Context: an optimization exercise on an open-source flow, tuned for small area, a short achievable clock period and few clock cycles. The choices shown serve that exercise and are no tape-out recipe. Power and IR drop assume default switching activity.

==> run A: inputs <==
Design swu_top, start of the top module:
module swu_top #(
   parameter int IFM_WIDTH     = swu_pkg::DEF_IFM_WIDTH,
   parameter int IFM_HEIGHT    = swu_pkg::DEF_IFM_HEIGHT,
   parameter int IFM_CHANNELS  = swu_pkg::DEF_IFM_CHANNELS,
   parameter int KERNEL_HEIGHT = swu_pkg::DEF_KERNEL_HEIGHT,
   parameter int KERNEL_WIDTH  = swu_pkg::DEF_KERNEL_WIDTH,
   parameter int STRIDE_HT     = swu_pkg::DEF_STRIDE_HT,
   parameter int STRIDE_WT     = swu_pkg::DEF_STRIDE_WT
) (
   input  logic                aclk,
   input  logic                aresetn,
   input  swu_pkg::simd_word_t s_axis_tdata_i,
   input  logic                s_axis_tvalid_i,
   output logic                s_axis_tready_o,
   output swu_pkg::simd_word_t m_axis_tdata_o,
   output logic                m_axis_tvalid_o,
   input  logic                m_axis_tready_i
);
make LEC_CHECK=0 ABC_CLOCK_PERIOD_IN_PS=2500 CAP_MARGIN=20 CORE_MARGIN=2 CORE_UTILIZATION=72 CTS_BUF_LIST=sky130_fd_sc_hd__clkbuf_16 CTS_CLUSTER_DIAMETER=60 CTS_CLUSTER_SIZE=32 SETUP_SLACK_MARGIN=4.3 SLEW_MARGIN=20 finish   # period 6.5 ns
run.sh (not shown) runs the stock make flow with config.mk's settings and CLKGATE_MAP_FILE= SYNTH_SCRIPT=/design/flow/synth_recipe.tcl, a recipe that flattens the netlist after the stock synthesis.
==> run X (differences from run A) <==
--- a/flow/design.v
+++ b/flow/design.v
@@ -340,14 +340,10 @@
    flags_t      fl_q, fl_a, fl_b;
    phase_t      pe_q, pe_a, pe_b, pb_q, pb_a, pb_b;
    logic [6:0]  cls, cls_inc, cls_b;
    logic [11:0] pos, pos_inc, pos_a, pos_b;
    logic [3:0]  te_q, tb_q, te_a, te_b, tb_a, tb_b;
-   logic [3:0]  te_c [4];
-   logic [3:0]  tb_c [6];
-   logic [3:0]  pe_blk_n, pb_blk_n;
-   logic        we_a, we_b, wb_a, wb_b, st_a, st_b;
    logic        kh1_q, kh1_a, kh1_b;
    logic        tv;
    logic        acc;
    logic        seq_step;
    logic        e_shift, b_shift;
@@ -421,32 +417,14 @@
    assign fl_b   = next_flags(fl_q, step_b, dec_q.tready, released, cls, pos);
    assign pe_a = adv_phase(pe_q, 1'b0, 4'(EDEPTH / 4));
    assign pe_b = adv_phase(pe_q, dec_q.e_take, 4'(EDEPTH / 4));
    assign pb_a = adv_phase(pb_q, 1'b0, 4'(BDEPTH / 4));
    assign pb_b = adv_phase(pb_q, dec_q.b_take, 4'(BDEPTH / 4));
-   assign pe_blk_n = (pe_q.blk == 4'(EDEPTH / 4 - 1)) ? 4'd0 : pe_q.blk + 4'd1;
-   assign pb_blk_n = (pb_q.blk == 4'(BDEPTH / 4 - 1)) ? 4'd0 : pb_q.blk + 4'd1;
-   assign te_c[0] = tap(pos[11:8],     pe_q.blk, 4'(EDEPTH / 4));
-   assign te_c[1] = tap(pos[11:8],     pe_blk_n, 4'(EDEPTH / 4));
-   assign te_c[2] = tap(pos_inc[11:8], pe_q.blk, 4'(EDEPTH / 4));
-   assign te_c[3] = tap(pos_inc[11:8], pe_blk_n, 4'(EDEPTH / 4));
-   assign tb_c[0] = tap(pos[11:8],     pb_q.blk, 4'(BDEPTH / 4));
-   assign tb_c[1] = tap(pos[11:8],     pb_blk_n, 4'(BDEPTH / 4));
-   assign tb_c[2] = tap(pos_inc[11:8], pb_q.blk, 4'(BDEPTH / 4));
-   assign tb_c[3] = tap(pos_inc[11:8], pb_blk_n, 4'(BDEPTH / 4));
-   assign tb_c[4] = tap(4'd9,          pb_q.blk, 4'(BDEPTH / 4));
-   assign tb_c[5] = tap(4'd9,          pb_blk_n, 4'(BDEPTH / 4));
-   assign we_a = pe_q.ph == 2'd3;
-   assign we_b = (pe_q.ph == 2'd3) && !dec_q.e_take;
-   assign wb_a = pb_q.ph == 2'd3;
-   assign wb_b = (pb_q.ph == 2'd3) && !dec_q.b_take;
-   assign st_a = cls[4] && !cls[0];
-   assign st_b = cls_b[4] && !cls_b[0];
-   assign te_a = te_c[{step_a, we_a}];
-   assign te_b = te_c[{step_b, we_b}];
-   assign tb_a = st_a ? tb_c[{2'b10, wb_a}] : tb_c[{1'b0, step_a, wb_a}];
-   assign tb_b = st_b ? tb_c[{2'b10, wb_b}] : tb_c[{1'b0, step_b, wb_b}];
+   assign te_a  = tap(pos_a[11:8], pe_a.blk, 4'(EDEPTH / 4));
+   assign te_b  = tap(pos_b[11:8], pe_b.blk, 4'(EDEPTH / 4));
+   assign tb_a  = tap((cls[4] && !cls[0])     ? 4'd9 : pos_a[11:8], pb_a.blk, 4'(BDEPTH / 4));
+   assign tb_b  = tap((cls_b[4] && !cls_b[0]) ? 4'd9 : pos_b[11:8], pb_b.blk, 4'(BDEPTH / 4));
    assign kh1_a = pos_a[3];
    assign kh1_b = pos_b[3];
    assign dec_a0 = decide(cls,   pos_a, pe_a.ph, pb_a.ph, fl_a, 1'b0);
    assign dec_a1 = decide(cls,   pos_a, pe_a.ph, pb_a.ph, fl_a, 1'b1);
    assign dec_b0 = decide(cls_b, pos_b, pe_b.ph, pb_b.ph, fl_b, 1'b0);
Settings changed: CORE_UTILIZATION 72 to 60.
==> qor summary <==
Run status: run X complete, no violations; run A complete, no violations
Initial antenna violation count: run X 2; run A 0
Count of buffering cells on the critical path with inverters included: run X 1; run A 3
Worst slack at placement: run X 2.18 ns; run A 2.47 ns
Syn nets: run X 3092; run A 3257
Std-Cell Rows: run X 99; run A 91
Syn_area_per_cell: run X 14.6 um^2; run A 14.3 um^2
Routed Wire Length: run X 91100 um; run A 107000 um
Clock buffer and inverter area fraction after layout: run X 0.0522; run A 0.0402
Post-synthesis sequential area ratio: run X 0.726; run A 0.712
Non-clock inverter total of the final layout: run X 39; run A 51
Post-placement cell count: run X 3899; run A 3917
Detailed-placement wirelength estimate: run X 52500 um; run A 57000 um
Number of cells upsized or downsized after cts: run X 248; run A 337
Overall power consumption: run X 17.9 mW; run A 17.4 mW
Met2 wire len: run X 41400 um; run A 51600 um
No run of this note included a check of the RTL's function; only the layout flow was run.

## separate check: timing with driven ports
The flow's constraints put no driver on any port. The routed layouts listed below were extracted and timed again, unchanged, in two steps. Step 1 assumes that a clkbuf_16 drives the clock port and a buf_2 every other input. Step 2 adds t to the input delays and takes it off the output delays; t is the mean of the earliest and latest rising clock arrival at the registers after step 1. Input paths then give back, and output paths get back, about the clock's delay inside the block. a / b / c = no drivers / after step 1 / after step 2; a / b = the first two.
run | shift t [ns] | setup slack, ns | hold WS [ns] | worst setup path after step 2 | worst slew at a driven data input, ns
run A | 0.706 | 3.305 / 3.305 / 3.305 | 0.322 / 0.322 / 0.322 | register to register | 0.07
run X | 0.708 | 3.861 / 3.861 / 3.588 | 0.313 / 0.313 / 0.313 | input to register | 0.08
After both steps every run listed still meets setup and hold. For run X, which loses most, drivers alone change the setup slack by 0.000 ns; drivers and shift together by -0.273 ns.
